From an optimization exercise on the open Yosys and OpenROAD flow, aimed at small area; shortcuts taken in it are not production practice.
Where RTL was checked, it was by simulation tests only, not by an equivalence proof against the original.

==> job 2127 <==
// window_mult_pipe
module window_mult_pipe #(
  parameter int K   = 3,
  parameter int NI  = 8,
  parameter int NF  = 8,
  parameter int LAT = 2,
  parameter int CW  = 5
) (
  input  logic                            clk,
  input  logic                            rst_n,
  input  logic                            in_valid,
  output logic                            in_ready,
  input  logic                            sgn_i,
  input  logic [K*K*NI-1:0]               i_flat,
  input  logic [K*K*NF-1:0]               f_flat,
  input  logic [CW-1:0]                   row_in,
  input  logic [CW-1:0]                   col_in,
  input  logic                            done_in,
  output logic                            out_valid,
  input  logic                            out_ready,
  output logic [K*K*(NI+NF)-1:0]          d_flat,
  output logic [CW-1:0]                   row_out,
  output logic [CW-1:0]                   col_out,
  output logic                            done_out,
  output logic [NI+NF+$clog2(K*K)-1:0]    sum_o
);
Settings: LEC_CHECK=0, CAP_MARGIN=20, CORE_MARGIN=2, CORE_UTILIZATION=70, PLACE_DENSITY=0.8, SLEW_MARGIN=20, SYNTH_HIERARCHICAL=1; clock period 6.5 ns.
standard.sh (not shown) runs the stock make flow with config.mk's settings and CLKGATE_MAP_FILE= SYNTH_SCRIPT=/design/flow/synth_recipe.tcl, a recipe that flattens the netlist after the stock synthesis.
==> flow/flow/run.sh <==
#!/bin/bash
# The standard layout, with the port buffers made of the smallest buffer and a clock tree
# without dummy loads. Each tool's output goes to orfs/logs; make's own output to flow_make.log.
set -euo pipefail
bash standard.sh \
  "BUFFER_PORTS_ARGS=-buffer_cell sky130_fd_sc_hd__buf_1" \
  "CTS_ARGS=-sink_clustering_enable -repair_clock_nets -dont_use_dummy_load -sink_clustering_size 18 -sink_clustering_max_diameter 60 -buf_list {sky130_fd_sc_hd__clkbuf_8}" \
  finish > flow_make.log 2>&1
==> job 979 (differences from job 2127) <==
--- a/flow/design.v
+++ b/flow/design.v
@@ -61,20 +61,16 @@
   logic [SW-1:0] w_sum;
   wm_sum u_sum (.d(r3_d), .y(w_sum));
   assign d_flat   = r3_d;
   assign row_out  = r3_sb[CW-1:0];
   assign col_out  = r3_sb[2*CW-1:CW];
   assign done_out = r3_sb[2*CW];
   assign sum_o    = w_sum;
 endmodule
-module wm_fa1 (input logic a, input logic b, output logic s, output logic co);
-  assign s  = ~(a ^ b);
-  assign co = a | b;
-endmodule
 module wm_cpa20 (input logic [19:0] a, input logic [19:0] b, output logic [19:0] y);
   assign y = a + b;
 endmodule
 module wm_fa (input logic a, input logic b, input logic c, output logic s, output logic co);
   assign s  = a ^ b ^ c;
   assign co = (a & b) | (a & c) | (b & c);
 endmodule
 module wm_ha (input logic a, input logic b, output logic s, output logic co);
@@ -188,37 +184,37 @@
   wm_fa u_fa108 (.a(pp25), .b(pp26), .c(pp27), .s(s106), .co(c107));
   wire s109, c110;
   wm_fa u_fa111 (.a(pp28), .b(c92), .c(c95), .s(s109), .co(c110));
   wire s112, c113;
   wm_fa u_fa114 (.a(s103), .b(s106), .c(s109), .s(s112), .co(c113));
   wire s115, c116;
   wm_ha u_ha117 (.a(c98), .b(c101), .s(s115), .co(c116));
   wire s118, c119;
-  wm_fa1 u_fk120 (.a(pp29), .b(pp30), .s(s118), .co(c119));
+  wm_fa u_fk120 (.a(1'b1), .b(pp29), .c(pp30), .s(s118), .co(c119));
   wire s121, c122;
   wm_fa u_fa123 (.a(pp31), .b(pp32), .c(pp33), .s(s121), .co(c122));
   wire s124, c125;
   wm_fa u_fa126 (.a(pp34), .b(pp35), .c(pp36), .s(s124), .co(c125));
   wire s127, c128;
-  wm_fa u_fa129 (.a(s118), .b(c104), .c(c107), .s(s127), .co(c128));
+  wm_fa u_fa129 (.a(c104), .b(c107), .c(s118), .s(s127), .co(c128));
   wire s130, c131;
   wm_fa u_fa132 (.a(s121), .b(s124), .c(c110), .s(s130), .co(c131));
   wire s133, c134;
   wm_fa u_fa135 (.a(s127), .b(c116), .c(c113), .s(s133), .co(c134));
   wire s136, c137;
-  wm_fa1 u_fk138 (.a(pp37), .b(pp38), .s(s136), .co(c137));
+  wm_fa u_fk138 (.a(1'b1), .b(pp37), .c(pp38), .s(s136), .co(c137));
   wire s139, c140;
   wm_fa u_fa141 (.a(pp39), .b(pp40), .c(pp41), .s(s139), .co(c140));
   wire s142, c143;
   wm_fa u_fa144 (.a(pp42), .b(pp43), .c(pp44), .s(s142), .co(c143));
   wire s145, c146;
-  wm_fa u_fa147 (.a(c119), .b(s136), .c(c122), .s(s145), .co(c146));
+  wm_fa u_fa147 (.a(c119), .b(c122), .c(c125), .s(s145), .co(c146));
   wire s148, c149;
-  wm_fa u_fa150 (.a(c125), .b(s139), .c(s142), .s(s148), .co(c149));
+  wm_fa u_fa150 (.a(s136), .b(s139), .c(s142), .s(s148), .co(c149));
   wire s151, c152;
   wm_fa u_fa153 (.a(c128), .b(s145), .c(s148), .s(s151), .co(c152));
   wire s154, c155;
   wm_ha u_ha156 (.a(c131), .b(s151), .s(s154), .co(c155));
   wire s157, c158;
   wm_fa u_fa159 (.a(pp45), .b(pp46), .c(pp47), .s(s157), .co(c158));
   wire s160, c161;
   wm_fa u_fa162 (.a(pp48), .b(pp49), .c(pp50), .s(s160), .co(c161));
Settings changed: ABC_CLOCK_PERIOD_IN_PS set to 2000, CORE_UTILIZATION 70 to 76, PLACE_DENSITY 0.8 to 0.86.
==> job 3239 (differences from job 2127) <==
--- a/flow/design.v
+++ b/flow/design.v
@@ -61,20 +61,16 @@
   logic [SW-1:0] w_sum;
   wm_sum u_sum (.d(r3_d), .y(w_sum));
   assign d_flat   = r3_d;
   assign row_out  = r3_sb[CW-1:0];
   assign col_out  = r3_sb[2*CW-1:CW];
   assign done_out = r3_sb[2*CW];
   assign sum_o    = w_sum;
 endmodule
-module wm_fa1 (input logic a, input logic b, output logic s, output logic co);
-  assign s  = ~(a ^ b);
-  assign co = a | b;
-endmodule
 module wm_cpa20 (input logic [19:0] a, input logic [19:0] b, output logic [19:0] y);
   assign y = a + b;
 endmodule
 module wm_fa (input logic a, input logic b, input logic c, output logic s, output logic co);
   assign s  = a ^ b ^ c;
   assign co = (a & b) | (a & c) | (b & c);
 endmodule
 module wm_ha (input logic a, input logic b, output logic s, output logic co);
@@ -188,37 +184,37 @@
   wm_fa u_fa108 (.a(pp25), .b(pp26), .c(pp27), .s(s106), .co(c107));
   wire s109, c110;
   wm_fa u_fa111 (.a(pp28), .b(c92), .c(c95), .s(s109), .co(c110));
   wire s112, c113;
   wm_fa u_fa114 (.a(s103), .b(s106), .c(s109), .s(s112), .co(c113));
   wire s115, c116;
   wm_ha u_ha117 (.a(c98), .b(c101), .s(s115), .co(c116));
   wire s118, c119;
-  wm_fa1 u_fk120 (.a(pp29), .b(pp30), .s(s118), .co(c119));
+  wm_fa u_fk120 (.a(1'b1), .b(pp29), .c(pp30), .s(s118), .co(c119));
   wire s121, c122;
   wm_fa u_fa123 (.a(pp31), .b(pp32), .c(pp33), .s(s121), .co(c122));
   wire s124, c125;
   wm_fa u_fa126 (.a(pp34), .b(pp35), .c(pp36), .s(s124), .co(c125));
   wire s127, c128;
-  wm_fa u_fa129 (.a(s118), .b(c104), .c(c107), .s(s127), .co(c128));
+  wm_fa u_fa129 (.a(c104), .b(c107), .c(s118), .s(s127), .co(c128));
   wire s130, c131;
   wm_fa u_fa132 (.a(s121), .b(s124), .c(c110), .s(s130), .co(c131));
   wire s133, c134;
   wm_fa u_fa135 (.a(s127), .b(c116), .c(c113), .s(s133), .co(c134));
   wire s136, c137;
-  wm_fa1 u_fk138 (.a(pp37), .b(pp38), .s(s136), .co(c137));
+  wm_fa u_fk138 (.a(1'b1), .b(pp37), .c(pp38), .s(s136), .co(c137));
   wire s139, c140;
   wm_fa u_fa141 (.a(pp39), .b(pp40), .c(pp41), .s(s139), .co(c140));
   wire s142, c143;
   wm_fa u_fa144 (.a(pp42), .b(pp43), .c(pp44), .s(s142), .co(c143));
   wire s145, c146;
-  wm_fa u_fa147 (.a(c119), .b(s136), .c(c122), .s(s145), .co(c146));
+  wm_fa u_fa147 (.a(c119), .b(c122), .c(c125), .s(s145), .co(c146));
   wire s148, c149;
-  wm_fa u_fa150 (.a(c125), .b(s139), .c(s142), .s(s148), .co(c149));
+  wm_fa u_fa150 (.a(s136), .b(s139), .c(s142), .s(s148), .co(c149));
   wire s151, c152;
   wm_fa u_fa153 (.a(c128), .b(s145), .c(s148), .s(s151), .co(c152));
   wire s154, c155;
   wm_ha u_ha156 (.a(c131), .b(s151), .s(s154), .co(c155));
   wire s157, c158;
   wm_fa u_fa159 (.a(pp45), .b(pp46), .c(pp47), .s(s157), .co(c158));
   wire s160, c161;
   wm_fa u_fa162 (.a(pp48), .b(pp49), .c(pp50), .s(s160), .co(c161));
@@ -274,38 +270,34 @@
   wm_fa u_fa237 (.a(s115), .b(s112), .c(c233), .s(s235), .co(c236));
   wire s238, c239;
   wm_fa u_fa240 (.a(s130), .b(s133), .c(c236), .s(s238), .co(c239));
   wire s241, c242;
   wm_fa u_fa243 (.a(c134), .b(s154), .c(c239), .s(s241), .co(c242));
   wire s244, c245;
   wm_fa u_fa246 (.a(c155), .b(s172), .c(c242), .s(s244), .co(c245));
   wire s247, c248;
-  wm_ha u_ha249 (.a(c173), .b(s187), .s(s247), .co(c248));
+  wm_fa u_fa249 (.a(c173), .b(s187), .c(c245), .s(s247), .co(c248));
   wire s250, c251;
   wm_fa u_fa252 (.a(c188), .b(s199), .c(c248), .s(s250), .co(c251));
   wire s253, c254;
-  wm_fa u_fa255 (.a(c200), .b(s208), .c(c251), .s(s253), .co(c254));
+  wm_ha u_ha255 (.a(c200), .b(s208), .s(s253), .co(c254));
   wire s256, c257;
   wm_fa u_fa258 (.a(s214), .b(c209), .c(c254), .s(s256), .co(c257));
   wire s259, c260;
   wm_fa u_fa261 (.a(s217), .b(c215), .c(c257), .s(s259), .co(c260));
   wire x262 = pp72 ^ c218 ^ c260;
-  wire y263 = s247 ^ c245;
-  wire k264 = c245 & s247;
-  wire y265 = s250 ^ k264;
-  wire k266 = k264 & s250;
-  wire y267 = s253 ^ k266;
-  wire k268 = k266 & s253;
-  wire y269 = s256 ^ k268;
-  wire k270 = k268 & s256;
-  wire y271 = s259 ^ k270;
-  wire k272 = k270 & s259;
-  wire y273 = x262 ^ k272;
-  assign y = {y273, y271, y269, y267, y265, y263, s244, s241, s238, s235, s232, s229, s226, s223, s220, pp1};
+  wire y263 = s253 ^ c251;
+  wire k264 = c251 & s253;
+  wire y265 = s256 ^ k264;
+  wire k266 = k264 & s256;
+  wire y267 = s259 ^ k266;
+  wire k268 = k266 & s259;
+  wire y269 = x262 ^ k268;
+  assign y = {y269, y267, y265, y263, s250, s247, s244, s241, s238, s235, s232, s229, s226, s223, s220, pp1};
 endmodule
 module wm_sum (
   input  logic [143:0] d,
   output logic [19:0]  y
 );
   wire t1 = ~d[15];
   wire t2 = ~d[31];
   wire t3 = ~d[47];
Settings changed: CORE_UTILIZATION 70 to 76, PLACE_DENSITY 0.8 to 0.86.
==> job 9940 (differences from job 2127) <==
Settings changed: CORE_UTILIZATION 70 to 60, PLACE_DENSITY 0.8 to 0.72.
==> run notes <==
Data arrival at the endpoint of the critical path: job 979 5060 ps; job 2127 5080 ps; job 3239 5190 ps; job 9940 5080 ps
Number of global-route vias before repair: job 979 20,000; job 2127 20,300; job 3239 20,100; job 9940 20,100
Reg2Reg Launch Point: job 979 r1_f[34]; job 2127 r1_f[2]; job 3239 r1_f[42]; job 9940 r1_i[40]
Share of the final layout cell area in sequential cells: job 979 40.6%; job 2127 40.4%; job 3239 40.5%; job 9940 40.0%
First-pass DRT Iterations: job 979 6; job 2127 6; job 3239 6; job 9940 7
Placed standard-cell area: job 979 33,900 um2; job 2127 34,000 um2; job 3239 33,800 um2; job 9940 34,200 um2
Run status: job 979 finished clean; job 2127 finished clean; job 3239 finished clean; job 9940 finished clean
Syn Inst Count: job 979 2,341; job 2127 2,404; job 3239 2,323; job 9940 2,404
Count of inverters other than clock inverters in the layout: job 979 148; job 2127 220; job 3239 148; job 9940 220
Post-layout nets: job 979 3,430; job 2127 3,480; job 3239 3,425; job 9940 3,498
Fmax: job 979 157 MHz; job 2127 157 MHz; job 3239 154 MHz; job 9940 157 MHz
Worst-Margin Slew: job 979 1070 ps; job 2127 1040 ps; job 3239 905 ps; job 9940 935 ps
Die area: job 979 45,400 um2; job 2127 49,400 um2; job 3239 45,100 um2; job 9940 57,400 um2
Total length of routed met3 wires: job 979 7130 um; job 2127 6850 um; job 3239 7380 um; job 9940 6700 um
Final min period: job 979 6360 ps; job 2127 6380 ps; job 3239 6490 ps; job 9940 6380 ps
Post-route clock period utilization: job 979 97.8%; job 2127 98.2%; job 3239 99.9%; job 9940 98.1%
Fraction of met2 tracks used by global routing: job 979 55.2%; job 2127 50.2%; job 3239 54.7%; job 9940 43.4%
Starting DRT DRC Count: job 979 2,145; job 2127 1,845; job 3239 1,680; job 9940 1,410
Area fraction of clock buffers and clock inverters: job 979 1.51%; job 2127 1.62%; job 3239 1.58%; job 9940 1.88%
The RTL of job 3239 was laid out without a check of its function.

========
==> run a <==
window_mult_pipe, a different RTL version from the one above (not shown whole).
export LEC_CHECK = 0
export CAP_MARGIN = 20
export CORE_MARGIN = 2
export CORE_UTILIZATION = 60
export PLACE_DENSITY = 0.72
export SLEW_MARGIN = 20
export SYNTH_HIERARCHICAL = 1
create_clock -name core_clock -period 6.5 [get_ports {clk}]
==> flow/flow/run.sh <==
#!/bin/bash
# The standard layout, with the port buffers made of the smallest buffer and a clock tree
# without dummy loads. Each tool's output goes to orfs/logs; make's own output to flow_make.log.
set -euo pipefail
bash standard.sh \
  "BUFFER_PORTS_ARGS=-buffer_cell sky130_fd_sc_hd__buf_1" \
  "CTS_ARGS=-sink_clustering_enable -repair_clock_nets -dont_use_dummy_load -sink_clustering_size 10 -sink_clustering_max_diameter 45 -buf_list {sky130_fd_sc_hd__clkbuf_4}" \
  finish > flow_make.log 2>&1
==> run b (differences from run a) <==
==> flow/flow/run.sh (replaced) <==
#!/bin/bash
# The standard layout, with the port buffers made of the smallest buffer and a clock tree
# without dummy loads. Each tool's output goes to orfs/logs; make's own output to flow_make.log.
set -euo pipefail
bash standard.sh \
  "BUFFER_PORTS_ARGS=-buffer_cell sky130_fd_sc_hd__buf_1" \
  "CTS_ARGS=-sink_clustering_enable -repair_clock_nets -dont_use_dummy_load -sink_clustering_size 18 -sink_clustering_max_diameter 60 -buf_list {sky130_fd_sc_hd__clkbuf_8}" \
  finish > flow_make.log 2>&1
==> summary of the runs <==
Between run b and run a, the lower design area is in run b (gap 0.56%, measured against run a).
Run a completed with no timing, DRC or antenna violations. Run b completed with no timing, DRC or antenna violations.
Against run b, the via count of run a is higher by 0.99%.
Of run a and run b, run a has the higher wire length (gap 0.68%, measured against run b).
In critical path depth, run b and run a do not differ.
Of run a and run b, run b has the higher hold slack (gap 0.11 ns).
No functional check of the RTL was part of any run of this note.

========
==> inputs of harbor <==
window_mult_pipe, a different RTL version from the one above (not shown whole).
Settings: LEC_CHECK=0, CAP_MARGIN=20, CORE_MARGIN=2, CORE_UTILIZATION=40, SLEW_MARGIN=20, SYNTH_HIERARCHICAL=1; clock period 6.5 ns.
run.sh (not shown) runs the stock make flow with config.mk's settings and CLKGATE_MAP_FILE= SYNTH_SCRIPT=/design/flow/synth_recipe.tcl, a recipe that flattens the netlist after the stock synthesis.
Stock flow here: none of the scripts above is used.
==> maple (differences from harbor) <==
--- a/flow/design.v
+++ b/flow/design.v
@@ -36,122 +36,127 @@
     else if (w_en) r_vld <= {r_vld[1:0], in_valid};
   end
   assign out_valid = r_vld[2];
   logic [N*NI-1:0] r1_i;
   logic [N*NF-1:0] r1_f;
   logic            r1_s;
   logic [SB-1:0]   r1_sb, r2_sb, r3_sb;
   logic [N*W-1:0]  r2_d, r3_d;
+  logic [SW-1:0]   r3_sum;
+  logic [SW-1:0]   w_sum;
   logic [N*W-1:0]  w_prod;
   for (genvar e = 0; e < N; e++) begin : g_lane
-    wm_mul u_mul (.p(r1_i[e*NI +: NI]), .s(r1_s), .f(r1_f[e*NF +: NF]), .y(w_prod[e*W +: W]));
+    wm_mul u_mul (.p(r1_i[e*NI +: NI]), .pn(~r1_i[e*NI +: NI]), .s(r1_s), .f(r1_f[e*NF +: NF]),
+                  .fn(~r1_f[e*NF +: NF]), .y(w_prod[e*W +: W]));
   end
+  wm_sum u_sum (.d(r2_d), .y(w_sum));
   always_ff @(posedge clk) begin
     if (w_en) begin
       r1_i  <= i_flat;
       r1_f  <= f_flat;
       r1_s  <= sgn_i;
       r1_sb <= {done_in, col_in, row_in};
       r2_d  <= w_prod;
       r2_sb <= r1_sb;
       r3_d  <= r2_d;
       r3_sb <= r2_sb;
+      r3_sum <= w_sum;
     end
   end
-  logic [SW-1:0] w_sum;
-  wm_sum u_sum (.d(r3_d), .y(w_sum));
   assign d_flat   = r3_d;
   assign row_out  = r3_sb[CW-1:0];
   assign col_out  = r3_sb[2*CW-1:CW];
   assign done_out = r3_sb[2*CW];
-  assign sum_o    = w_sum;
+  assign sum_o    = r3_sum;
 endmodule
 module wm_fa (input logic a, input logic b, input logic c, output logic s, output logic co);
   assign s  = a ^ b ^ c;
   assign co = (a & b) | (a & c) | (b & c);
 endmodule
 module wm_ha (input logic a, input logic b, output logic s, output logic co);
   assign s  = a ^ b;
   assign co = a & b;
 endmodule
 module wm_mul (
   input  logic [7:0]  p,
+  input  logic [7:0]  pn,
+  input  logic [7:0]  fn,
   input  logic        s,
   input  logic [7:0]  f,
   output logic [15:0] y
 );
   wire q = s & p[7];
-  wire pp1 = (p[0] & f[0]);
-  wire pp2 = (p[0] & f[1]);
-  wire pp3 = (p[1] & f[0]);
-  wire pp4 = (p[0] & f[2]);
-  wire pp5 = (p[1] & f[1]);
-  wire pp6 = (p[2] & f[0]);
-  wire pp7 = (p[0] & f[3]);
-  wire pp8 = (p[1] & f[2]);
-  wire pp9 = (p[2] & f[1]);
-  wire pp10 = (p[3] & f[0]);
-  wire pp11 = (p[0] & f[4]);
-  wire pp12 = (p[1] & f[3]);
-  wire pp13 = (p[2] & f[2]);
-  wire pp14 = (p[3] & f[1]);
-  wire pp15 = (p[4] & f[0]);
-  wire pp16 = (p[0] & f[5]);
-  wire pp17 = (p[1] & f[4]);
-  wire pp18 = (p[2] & f[3]);
-  wire pp19 = (p[3] & f[2]);
-  wire pp20 = (p[4] & f[1]);
-  wire pp21 = (p[5] & f[0]);
-  wire pp22 = (p[0] & f[6]);
-  wire pp23 = (p[1] & f[5]);
-  wire pp24 = (p[2] & f[4]);
-  wire pp25 = (p[3] & f[3]);
-  wire pp26 = (p[4] & f[2]);
-  wire pp27 = (p[5] & f[1]);
-  wire pp28 = (p[6] & f[0]);
-  wire pp29 = (p[1] & f[6]);
-  wire pp30 = (p[2] & f[5]);
-  wire pp31 = (p[3] & f[4]);
-  wire pp32 = (p[4] & f[3]);
-  wire pp33 = (p[5] & f[2]);
-  wire pp34 = (p[6] & f[1]);
-  wire pp35 = (p[7] & f[0]);
+  wire pp1 = ~(pn[0] | fn[0]);
+  wire pp2 = ~(pn[0] | fn[1]);
+  wire pp3 = ~(pn[1] | fn[0]);
+  wire pp4 = ~(pn[0] | fn[2]);
+  wire pp5 = ~(pn[1] | fn[1]);
+  wire pp6 = ~(pn[2] | fn[0]);
+  wire pp7 = ~(pn[0] | fn[3]);
+  wire pp8 = ~(pn[1] | fn[2]);
+  wire pp9 = ~(pn[2] | fn[1]);
+  wire pp10 = ~(pn[3] | fn[0]);
+  wire pp11 = ~(pn[0] | fn[4]);
+  wire pp12 = ~(pn[1] | fn[3]);
+  wire pp13 = ~(pn[2] | fn[2]);
+  wire pp14 = ~(pn[3] | fn[1]);
+  wire pp15 = ~(pn[4] | fn[0]);
+  wire pp16 = ~(pn[0] | fn[5]);
+  wire pp17 = ~(pn[1] | fn[4]);
+  wire pp18 = ~(pn[2] | fn[3]);
+  wire pp19 = ~(pn[3] | fn[2]);
+  wire pp20 = ~(pn[4] | fn[1]);
+  wire pp21 = ~(pn[5] | fn[0]);
+  wire pp22 = ~(pn[0] | fn[6]);
+  wire pp23 = ~(pn[1] | fn[5]);
+  wire pp24 = ~(pn[2] | fn[4]);
+  wire pp25 = ~(pn[3] | fn[3]);
+  wire pp26 = ~(pn[4] | fn[2]);
+  wire pp27 = ~(pn[5] | fn[1]);
+  wire pp28 = ~(pn[6] | fn[0]);
+  wire pp29 = ~(pn[1] | fn[6]);
+  wire pp30 = ~(pn[2] | fn[5]);
+  wire pp31 = ~(pn[3] | fn[4]);
+  wire pp32 = ~(pn[4] | fn[3]);
+  wire pp33 = ~(pn[5] | fn[2]);
+  wire pp34 = ~(pn[6] | fn[1]);
+  wire pp35 = ~(pn[7] | fn[0]);
   wire pp36 = ~(p[0] & f[7]);
-  wire pp37 = (p[2] & f[6]);
-  wire pp38 = (p[3] & f[5]);
-  wire pp39 = (p[4] & f[4]);
-  wire pp40 = (p[5] & f[3]);
-  wire pp41 = (p[6] & f[2]);
-  wire pp42 = (p[7] & f[1]);
+  wire pp37 = ~(pn[2] | fn[6]);
+  wire pp38 = ~(pn[3] | fn[5]);
+  wire pp39 = ~(pn[4] | fn[4]);
+  wire pp40 = ~(pn[5] | fn[3]);
+  wire pp41 = ~(pn[6] | fn[2]);
+  wire pp42 = ~(pn[7] | fn[1]);
   wire pp43 = ~(p[1] & f[7]);
   wire pp44 = ~(q & f[0]);
-  wire pp45 = (p[3] & f[6]);
-  wire pp46 = (p[4] & f[5]);
-  wire pp47 = (p[5] & f[4]);
-  wire pp48 = (p[6] & f[3]);
-  wire pp49 = (p[7] & f[2]);
+  wire pp45 = ~(pn[3] | fn[6]);
+  wire pp46 = ~(pn[4] | fn[5]);
+  wire pp47 = ~(pn[5] | fn[4]);
+  wire pp48 = ~(pn[6] | fn[3]);
+  wire pp49 = ~(pn[7] | fn[2]);
   wire pp50 = ~(p[2] & f[7]);
   wire pp51 = ~(q & f[1]);
-  wire pp52 = (p[4] & f[6]);
-  wire pp53 = (p[5] & f[5]);
-  wire pp54 = (p[6] & f[4]);
-  wire pp55 = (p[7] & f[3]);
+  wire pp52 = ~(pn[4] | fn[6]);
+  wire pp53 = ~(pn[5] | fn[5]);
+  wire pp54 = ~(pn[6] | fn[4]);
+  wire pp55 = ~(pn[7] | fn[3]);
   wire pp56 = ~(p[3] & f[7]);
   wire pp57 = ~(q & f[2]);
-  wire pp58 = (p[5] & f[6]);
-  wire pp59 = (p[6] & f[5]);
-  wire pp60 = (p[7] & f[4]);
+  wire pp58 = ~(pn[5] | fn[6]);
+  wire pp59 = ~(pn[6] | fn[5]);
+  wire pp60 = ~(pn[7] | fn[4]);
   wire pp61 = ~(p[4] & f[7]);
   wire pp62 = ~(q & f[3]);
-  wire pp63 = (p[6] & f[6]);
-  wire pp64 = (p[7] & f[5]);
+  wire pp63 = ~(pn[6] | fn[6]);
+  wire pp64 = ~(pn[7] | fn[5]);
   wire pp65 = ~(p[5] & f[7]);
   wire pp66 = ~(q & f[4]);
-  wire pp67 = (p[7] & f[6]);
+  wire pp67 = ~(pn[7] | fn[6]);
   wire pp68 = ~(p[6] & f[7]);
   wire pp69 = ~(q & f[5]);
   wire pp70 = ~(p[7] & f[7]);
   wire pp71 = ~(q & f[6]);
   wire pp72 = (q & f[7]);
   wire n73 = ~pp29;
   wire n74 = ~pp37;
   wire s75, c76;
==> flow/flow/run.sh (new file) <==
#!/bin/bash
# The standard layout, with the port buffers made of the smallest buffer and a clock tree
# without dummy loads. Each tool's output goes to orfs/logs; make's own output to flow_make.log.
set -euo pipefail
bash standard.sh \
  "BUFFER_PORTS_ARGS=-buffer_cell sky130_fd_sc_hd__buf_1" \
  "CTS_ARGS=-sink_clustering_enable -repair_clock_nets -dont_use_dummy_load -buf_list {sky130_fd_sc_hd__clkbuf_4 sky130_fd_sc_hd__clkbuf_8}" \
  finish > flow_make.log 2>&1
==> flow/standard.sh (new file) <==
#!/bin/bash
# synth_recipe.tcl (not shown) runs the flow's synth.tcl, then flattens the netlist and writes it again
# the make line also repeats each setting of config.mk as NAME=value (left out here)
make -C /OpenROAD-flow-scripts/flow DESIGN_CONFIG=/design/flow/config.mk WORK_HOME=/design/flow/orfs CLKGATE_MAP_FILE= SYNTH_SCRIPT=/design/flow/synth_recipe.tcl "${@:-finish}"
==> flow/config.mk (replaced) <==
export PLATFORM = sky130hd
export DESIGN_NAME = window_mult_pipe
export DESIGN_NICKNAME = window_mult_pipe
export VERILOG_FILES = /design/flow/design.v
export SDC_FILE = /design/flow/constraint.sdc
export NUM_CORES = 4
export LEC_CHECK = 0
export CAP_MARGIN = 20
export CORE_MARGIN = 2
export CORE_UTILIZATION = 60
export PLACE_DENSITY = 0.72
export SLEW_MARGIN = 20
export SYNTH_HIERARCHICAL = 1
removed: flow/run.sh
==> metrics.md <==
| Metric | Value |
|---|---|
| Status | finished clean |
| Worst Tran Pin Value | 904 ps |
| GR Util met1 | 28.7% |
| Top Metal Used | met4 |
| CP dominant cell by count | fa_1 |
| Max-slew headroom | 39.7% |
| Ranking of synthesized cells by area | edfxtp_1 (41%), fa_1 (35%), and2_1 (9.2%), ha_1 (5.7%), buf_4 (3.6%) |
The numbers above come from harbor.

==> metrics.md <==
| Metric | Value |
|---|---|
| Worst Tran Pin Value | 889 ps |
| CP dominant cell by count | fa_2 |
| Status | finished clean |
The numbers above come from maple.

The RTL of maple was laid out without a check of its function.

-- afterwards: timing with drivers on the ports --
The flow's constraints put no driver on any port. The routed layouts listed below were extracted and timed again, unchanged, in two steps. Step 1, drivers: a clkbuf_16 drives clk and a buf_2 each remaining input, both assumed. Step 2, shift: input delay + t, output delay - t, t = (earliest + latest rising clock arrival at the registers) / 2. This alone moves slack from input paths to output paths. a / b / c = no drivers / after step 1 / after step 2; a / b = the first two.
run | t, ns | setup WS [ns] | worst register clock-pin slew, ns | cell pins on the clock port's net
job 2127 | 0.680 | 0.117 / 0.061 / 0.667 | 0.12 / 0.12 | 1
job 979 | 0.667 | 0.143 / 0.088 / 0.600 | 0.11 / 0.11 | 1
job 3239 | 0.694 | 0.008 / -0.047 / 0.269 | 0.11 / 0.11 | 1
job 9940 | 0.697 | 0.124 / 0.070 / 0.744 | 0.11 / 0.11 | 1
run a | 0.852 | 0.034 / -0.022 / 0.448 | 0.11 / 0.11 | 1
run b | 0.704 | 0.142 / 0.086 / 0.495 | 0.11 / 0.11 | 1
harbor | 0.676 | 0.017 / -0.050 / 0.139 | 0.07 / 0.07 | 1
maple | 0.710 | 0.162 / 0.162 / 0.162 | 0.06 / 0.06 | 1
After both steps every run listed still meets setup and hold.
